Source: an optimization exercise on an open RTL-to-GDS flow (aim: small area and a short achievable clock period). Production flows keep margins and buffers that such runs may drop.

==> inputs of run R <==
==> flow/design.v <==
module program_mem #(
  parameter int ADDR_W = 16,
  parameter int DATA_W = 8,
  parameter int DEPTH  = 256,
  parameter int CNT_W  = $clog2(DEPTH) + 1
) (
  input  logic              clk,
  input  logic              rst_n,
  input  logic              load_start,
  input  logic              load_valid,
  input  logic [DATA_W-1:0] load_data,
  input  logic              load_last,
  output logic              load_ready,
  output logic              load_done,
  output logic              load_ovf,
  output logic [CNT_W-1:0]  load_count,
  input  logic              fetch_req,
  input  logic [ADDR_W-1:0] fetch_addr,
  output logic              fetch_ready,
  output logic              fetch_valid,
  output logic [DATA_W-1:0] fetch_data,
  output logic              fetch_err
);
  logic              st_load;
  logic              st_run;
  logic [7:0]        wr_ptr;
  logic [7:0]        mem [256];
  logic              xfer;
  logic              ptr_at_end;
  logic              load_end;
  logic              start_load;
  logic              fetch_acc;
  logic              in_range;
  logic [255:0]      sel;      
  logic [255:0]      sel_b;    
  logic [7:0]        rd_a;
  logic [7:0]        rd_b;
  assign xfer       = load_valid && st_load;
  assign ptr_at_end = &wr_ptr;
  assign load_end   = xfer && (load_last || ptr_at_end);
  assign start_load = load_start && !st_load;
  assign fetch_acc  = fetch_req && st_run;
  assign in_range   = ~|fetch_addr[15:8];
  logic              rdy_load;
  logic              rdy_run;
  logic              rdy_load_d;
  logic              rdy_run_d;
  pm_fsm_next u_rdy_next (
    .st_load(st_load), .st_run(st_run), .load_start(load_start),
    .load_end(load_end), .st_load_d(rdy_load_d), .st_run_d(rdy_run_d)
  );
  always_ff @(posedge clk or negedge rst_n) begin
    if (!rst_n) begin
      rdy_load <= 1'b0;
      rdy_run  <= 1'b0;
    end else begin
      rdy_load <= rdy_load_d;
      rdy_run  <= rdy_run_d;
    end
  end
  assign load_ready  = rdy_load;
  assign fetch_ready = rdy_run;
  always_ff @(posedge clk or negedge rst_n) begin
    if (!rst_n) begin
      st_load    <= 1'b0;
      st_run     <= 1'b0;
      wr_ptr     <= '0;
      load_count <= '0;
      load_ovf   <= 1'b0;
      load_done  <= 1'b0;
    end else begin
      load_done <= load_end;
      if (st_load) begin
        st_load <= !load_end;
        st_run  <= load_end;
      end else if (load_start) begin
        st_load <= 1'b1;
        st_run  <= 1'b0;
      end
      if (start_load) begin
        wr_ptr     <= '0;
        load_count <= '0;
        load_ovf   <= 1'b0;
      end else if (xfer) begin
        wr_ptr <= wr_ptr + 1'b1;
        if (!load_count[8]) load_count <= load_count + 1'b1;
        if (!load_last && ptr_at_end) load_ovf <= 1'b1;
      end
    end
  end
  always_ff @(posedge clk) begin
    if (xfer) mem[wr_ptr] <= load_data;
  end
  logic [3:0]        dec_r;
  logic [3:0]        dec_s;
  pm_dec2 u_r (.a(fetch_addr[5:4]), .y(dec_r));
  pm_dec2 u_s (.a(fetch_addr[7:6]), .y(dec_s));
  for (genvar h = 0; h < 16; h++) begin : g_grp
    pm_gdec u_gdec (.a(fetch_addr[3:0]), .r(dec_r[h % 4]), .s(dec_s[h / 4]),
                    .sel_a(sel[16*h +: 16]), .sel_b(sel_b[16*h +: 16]));
  end
  for (genvar b = 0; b < 8; b++) begin : g_bit
    logic [255:0] col;
    for (genvar i = 0; i < 256; i++) begin : g_col
      assign col[i] = mem[i][b];
    end
    pm_or256 u_or (.sel(b < 4 ? sel : sel_b), .d(col), .y_a(rd_a[b]), .y_b(rd_b[b]));
  end
  always_ff @(posedge clk or negedge rst_n) begin
    if (!rst_n) begin
      fetch_valid <= 1'b0;
      fetch_data  <= '0;
      fetch_err   <= 1'b0;
    end else begin
      fetch_valid <= fetch_acc;
      if (fetch_acc) begin
        fetch_data <= (rd_a | rd_b) & {8{in_range}};
        fetch_err  <= !in_range;
      end
    end
  end
endmodule
module pm_fsm_next (
  input  logic st_load,
  input  logic st_run,
  input  logic load_start,
  input  logic load_end,
  output logic st_load_d,
  output logic st_run_d
);
  assign st_load_d = st_load ? !load_end : load_start;
  assign st_run_d  = st_load ? load_end : (st_run && !load_start);
endmodule
module pm_gdec (
  input  logic [3:0]  a,
  input  logic        r,
  input  logic        s,
  output logic [15:0] sel_a,
  output logic [15:0] sel_b
);
  logic       g_n;
  logic [3:0] p_n;
  logic [3:0] q_n;
  pm_nand2 u_g (.a(r), .b(s), .y(g_n));
  pm_dec2n u_p (.a(a[1:0]), .y_n(p_n));
  pm_dec2n u_q (.a(a[3:2]), .y_n(q_n));
  for (genvar i = 0; i < 16; i++) begin : g_sel
    pm_nor3 u_sel_a (.a(p_n[i % 4]), .b(q_n[i / 4]), .c(g_n), .y(sel_a[i]));
    pm_nor3 u_sel_b (.a(p_n[i % 4]), .b(q_n[i / 4]), .c(g_n), .y(sel_b[i]));
  end
endmodule
module pm_dec2 (
  input  logic [1:0] a,
  output logic [3:0] y
);
  always_comb begin
    for (int i = 0; i < 4; i++) y[i] = (a == 2'(i));
  end
endmodule
module pm_dec2n (
  input  logic [1:0] a,
  output logic [3:0] y_n
);
  always_comb begin
    for (int i = 0; i < 4; i++) y_n[i] = (a != 2'(i));
  end
endmodule
module pm_or256 (
  input  logic [255:0] sel,
  input  logic [255:0] d,
  output logic         y_a,
  output logic         y_b
);
  logic [31:0]  t2;   
  logic [15:0]  t3;   
  logic [7:0]   t4;   
  logic [3:0]   t5;   
  for (genvar i = 0; i < 32; i++) begin : g_l2
    pm_or8 u (.sel(sel[8*i +: 8]), .d(d[8*i +: 8]), .y(t2[i]));
  end
  for (genvar i = 0; i < 16; i++) begin : g_l3
    pm_nor2 u (.a(t2[2*i]), .b(t2[2*i+1]), .y(t3[i]));
  end
  for (genvar i = 0; i < 8; i++) begin : g_l4
    pm_nand2 u (.a(t3[2*i]), .b(t3[2*i+1]), .y(t4[i]));
  end
  for (genvar i = 0; i < 4; i++) begin : g_l5
    pm_nor2 u (.a(t4[2*i]), .b(t4[2*i+1]), .y(t5[i]));
  end
  pm_nand2 u_a (.a(t5[0]), .b(t5[1]), .y(y_a));
  pm_nand2 u_b (.a(t5[2]), .b(t5[3]), .y(y_b));
endmodule
module pm_or8 (
  input  logic [7:0] sel,
  input  logic [7:0] d,
  output logic       y
);
  logic [3:0] t;
  for (genvar i = 0; i < 4; i++) begin : g_t
    assign t[i] = !((sel[2*i] && d[2*i]) || (sel[2*i+1] && d[2*i+1]));
  end
  assign y = !(&t);
endmodule
module pm_nand2 (
  input  logic a, b,
  output logic y
);
  assign y = !(a && b);
endmodule
module pm_nor2 (
  input  logic a, b,
  output logic y
);
  assign y = !(a || b);
endmodule
module pm_nor3 (
  input  logic a, b, c,
  output logic y
);
  assign y = !(a || b || c);
endmodule
==> flow/run.sh <==
#!/bin/bash
# synth_recipe.tcl (not shown) runs the flow's synth.tcl, then flattens the netlist and writes it again
# the make line also repeats each setting of config.mk as NAME=value (left out here)
make -C /OpenROAD-flow-scripts/flow DESIGN_CONFIG=/design/flow/config.mk WORK_HOME=/design/flow/orfs CLKGATE_MAP_FILE= SYNTH_SCRIPT=/design/flow/synth_recipe.tcl finish
==> flow/config.mk <==
export PLATFORM = sky130hd
export DESIGN_NAME = program_mem
export DESIGN_NICKNAME = program_mem
export VERILOG_FILES = /design/flow/design.v
export SDC_FILE = /design/flow/constraint.sdc
export NUM_CORES = 4
export LEC_CHECK = 0
export CAP_MARGIN = 20
export CORE_MARGIN = 2
export CORE_UTILIZATION = 55
export CTS_CLUSTER_DIAMETER = 80
export CTS_CLUSTER_SIZE = 30
export SETUP_SLACK_MARGIN = 1.0
export SLEW_MARGIN = 20
export SYNTH_HIERARCHICAL = 1
==> flow/constraint.sdc <==
create_clock -name core_clock -period 3.0 [get_ports {clk}]
set_input_delay 0.6000 -clock core_clock [delete_from_list [all_inputs] [get_ports {clk}]]
set_output_delay 0.6000 -clock core_clock [all_outputs]
set_load 0.01 [all_outputs]
==> run B (differences from run R) <==
==> flow/design.v, changed modules only <==
module program_mem #(
  parameter int ADDR_W = 16,
  parameter int DATA_W = 8,
  parameter int DEPTH  = 256,
  parameter int CNT_W  = $clog2(DEPTH) + 1
) (
  input  logic              clk,
  input  logic              rst_n,
  input  logic              load_start,
  input  logic              load_valid,
  input  logic [DATA_W-1:0] load_data,
  input  logic              load_last,
  output logic              load_ready,
  output logic              load_done,
  output logic              load_ovf,
  output logic [CNT_W-1:0]  load_count,
  input  logic              fetch_req,
  input  logic [ADDR_W-1:0] fetch_addr,
  output logic              fetch_ready,
  output logic              fetch_valid,
  output logic [DATA_W-1:0] fetch_data,
  output logic              fetch_err
);
  logic              st_load;
  logic              st_run;
  logic [7:0]        wr_ptr;
  logic [7:0]        mem [256];
  logic              xfer;
  logic              ptr_at_end;
  logic              load_end;
  logic              start_load;
  logic              fetch_acc;
  logic              in_range;
  logic [15:0]       dec_lo;
  logic [15:0]       dec_hi;
  logic [7:0]        rd_data;
  assign xfer       = load_valid && st_load;
  assign ptr_at_end = &wr_ptr;
  assign load_end   = xfer && (load_last || ptr_at_end);
  assign start_load = load_start && !st_load;
  assign fetch_acc  = fetch_req && st_run;
  assign in_range   = ~|fetch_addr[15:8];
  assign load_ready  = st_load;
  assign fetch_ready = st_run;
  always_ff @(posedge clk or negedge rst_n) begin
    if (!rst_n) begin
      st_load    <= 1'b0;
      st_run     <= 1'b0;
      wr_ptr     <= '0;
      load_count <= '0;
      load_ovf   <= 1'b0;
      load_done  <= 1'b0;
    end else begin
      load_done <= load_end;
      if (st_load) begin
        st_load <= !load_end;
        st_run  <= load_end;
      end else if (load_start) begin
        st_load <= 1'b1;
        st_run  <= 1'b0;
      end
      if (start_load) begin
        wr_ptr     <= '0;
        load_count <= '0;
        load_ovf   <= 1'b0;
      end else if (xfer) begin
        wr_ptr <= wr_ptr + 1'b1;
        if (!load_count[8]) load_count <= load_count + 1'b1;
        if (!load_last && ptr_at_end) load_ovf <= 1'b1;
      end
    end
  end
  always_ff @(posedge clk) begin
    if (xfer) mem[wr_ptr] <= load_data;
  end
  always_comb begin
    for (int i = 0; i < 16; i++) begin
      dec_lo[i] = (fetch_addr[3:0] == 4'(i));
      dec_hi[i] = (fetch_addr[7:4] == 4'(i)) && in_range;
    end
  end
  always_comb begin
    rd_data = '0;
    for (int h = 0; h < 16; h++) begin
      for (int l = 0; l < 16; l++) begin
        rd_data = rd_data | (mem[16*h+l] & {8{dec_hi[h] & dec_lo[l]}});
      end
    end
  end
  always_ff @(posedge clk or negedge rst_n) begin
    if (!rst_n) begin
      fetch_valid <= 1'b0;
      fetch_data  <= '0;
      fetch_err   <= 1'b0;
    end else begin
      fetch_valid <= fetch_acc;
      if (fetch_acc) begin
        fetch_data <= rd_data;
        fetch_err  <= !in_range;
      end
    end
  end
endmodule
// module pm_fsm_next removed
// module pm_gdec removed
// module pm_dec2 removed
// module pm_dec2n removed
// module pm_or256 removed
// module pm_or8 removed
// module pm_nand2 removed
// module pm_nor2 removed
// module pm_nor3 removed
--- a/flow/config.mk
+++ b/flow/config.mk
@@ -8,8 +8,5 @@
 export CAP_MARGIN = 20
 export CORE_MARGIN = 2
-export CORE_UTILIZATION = 55
-export CTS_CLUSTER_DIAMETER = 80
-export CTS_CLUSTER_SIZE = 30
-export SETUP_SLACK_MARGIN = 1.0
+export CORE_UTILIZATION = 60
+export SETUP_SLACK_MARGIN = 0.9
 export SLEW_MARGIN = 20
-export SYNTH_HIERARCHICAL = 1
==> run G (differences from run R) <==
--- a/flow/design.v
+++ b/flow/design.v
@@ -32,6 +32,5 @@
   logic              fetch_acc;
   logic              in_range;
-  logic [255:0]      sel;      
-  logic [255:0]      sel_b;    
+  logic [255:0]      sel;
   logic [7:0]        rd_a;
   logic [7:0]        rd_b;
@@ -98,5 +97,5 @@
   for (genvar h = 0; h < 16; h++) begin : g_grp
     pm_gdec u_gdec (.a(fetch_addr[3:0]), .r(dec_r[h % 4]), .s(dec_s[h / 4]),
-                    .sel_a(sel[16*h +: 16]), .sel_b(sel_b[16*h +: 16]));
+                    .sel(sel[16*h +: 16]));
   end
   for (genvar b = 0; b < 8; b++) begin : g_bit
@@ -105,5 +104,5 @@
       assign col[i] = mem[i][b];
     end
-    pm_or256 u_or (.sel(b < 4 ? sel : sel_b), .d(col), .y_a(rd_a[b]), .y_b(rd_b[b]));
+    pm_or256 u_or (.sel(sel), .d(col), .y_a(rd_a[b]), .y_b(rd_b[b]));
   end
   always_ff @(posedge clk or negedge rst_n) begin
@@ -136,6 +135,5 @@
   input  logic        r,
   input  logic        s,
-  output logic [15:0] sel_a,
-  output logic [15:0] sel_b
+  output logic [15:0] sel
 );
   logic       g_n;
@@ -146,6 +144,5 @@
   pm_dec2n u_q (.a(a[3:2]), .y_n(q_n));
   for (genvar i = 0; i < 16; i++) begin : g_sel
-    pm_nor3 u_sel_a (.a(p_n[i % 4]), .b(q_n[i / 4]), .c(g_n), .y(sel_a[i]));
-    pm_nor3 u_sel_b (.a(p_n[i % 4]), .b(q_n[i / 4]), .c(g_n), .y(sel_b[i]));
+    pm_nor3 u_sel (.a(p_n[i % 4]), .b(q_n[i / 4]), .c(g_n), .y(sel[i]));
   end
 endmodule
--- a/flow/config.mk
+++ b/flow/config.mk
@@ -8,8 +8,9 @@
 export CAP_MARGIN = 20
 export CORE_MARGIN = 2
-export CORE_UTILIZATION = 55
+export CORE_UTILIZATION = 62
 export CTS_CLUSTER_DIAMETER = 80
 export CTS_CLUSTER_SIZE = 30
-export SETUP_SLACK_MARGIN = 1.0
+export PLACE_DENSITY = 0.72
+export SETUP_SLACK_MARGIN = 0.9
 export SLEW_MARGIN = 20
 export SYNTH_HIERARCHICAL = 1
==> results.toml <==
[outcome]
status = "aborted with a tool error"
failed_stage = "global routing (5_1_grt)"
stop_error = "[ERROR GRT-0116] Global routing finished with congestion. Check the congestion regions in the DRC Viewer."

[clock_tree]
numClockSinks = 2079
hold_buffers = 1
htreeDepth = 4

[synthesis]
synth-xor-area-share_pct = 0.05432
synth_fa_ha_area_share_pct = 0.07760
synth_compound_area_share_pct = 11.51

[placed_design]
gp_congestion = 1.431

[global_routing]
grt_pass1_wl_um = 822000
grtUsageMet1_pct = 90.79
grt_max_degree = 78
grt_overflow = 1433

[floorplanning]
num_rows = 134
Source of the figures above: run B

==> results.toml <==
[outcome]
status = "timing/DRC/antenna clean"

[global_routing]
grt_max_degree = 83
grt_pass1_wl_um = 320900
grt_overflow = 0

[final_layout]
buffers = 968
regMostFlops = "mem"
largest_reg_flops = 2048

[synthesis]
synth_fa_ha_area_share_pct = 0.07757
synthTopCellsByCount = "2,048 x edfxtp_1, 1,024 x a22oi_1, 512 x nor3_2"
synth-xor-area-share_pct = 0.01086
synth_compound_area_share_pct = 9.839
ys_ff_latch = 2081

[floorplanning]
num_rows = 140

[clock_tree]
hold_buffers = 1
numClockSinks = 2081
htreeDepth = 3

[placed_design]
gp_congestion = 0.8718

[timing]
max-slew-margin-rel_pct = 34.01

[setup_path]
startpoint = "fetch_addr[3]"
Source of the figures above: run R

==> results.toml <==
[detailed_routing]
antenna_left = 0

[global_routing]
grt_overflow = 0
grt_pass1_wl_um = 308000
grt_max_degree = 97

[synthesis]
synth_compound_area_share_pct = 10.16
synth_fa_ha_area_share_pct = 0.08012
synth.most_common_cell = "edfxtp_1"

[floorplanning]
num_rows = 130

[final_layout]
nClkBuffers = 114

[placed_design]
gp_congestion = 0.9198

[outcome]
status = "timing/DRC/antenna clean"

[clock_tree]
htreeDepth = 3
Source of the figures above: run G

No functional check of the RTL was part of any run of this note.

-- static timing again, ports no longer ideal --
The flow's constraints put no driver on any port. The routed layouts listed below were extracted and timed again, unchanged, in two steps.
Step 1: set_driving_cell puts a clkbuf_16 on clk and a buf_2 on each other input, an assumption about the parent block.
Step 2, shift: input delay + t, output delay - t, t = (earliest + latest rising clock arrival at the registers) / 2. This alone moves slack from input paths to output paths.
Three values: no drivers, after step 1, after step 2; two values: the first two.
run | shift t [ns] | slack for setup (ns) | hold slack, ns | worst setup path at the end | cell pins on the clock port's net
run R | 0.829 | 0.694 / 0.738 / -0.091 | 0.257 / 0.223 / 0.501 | input to register | 1
run G | 0.796 | 0.635 / 0.643 / -0.153 | 0.142 / 0.114 / 0.504 | input to register | 1
Met with ideal ports but missed after step 2: setup timing in run R and run G. For run G, which loses most, drivers alone change the setup slack by +0.008 ns; drivers and shift together by -0.788 ns.
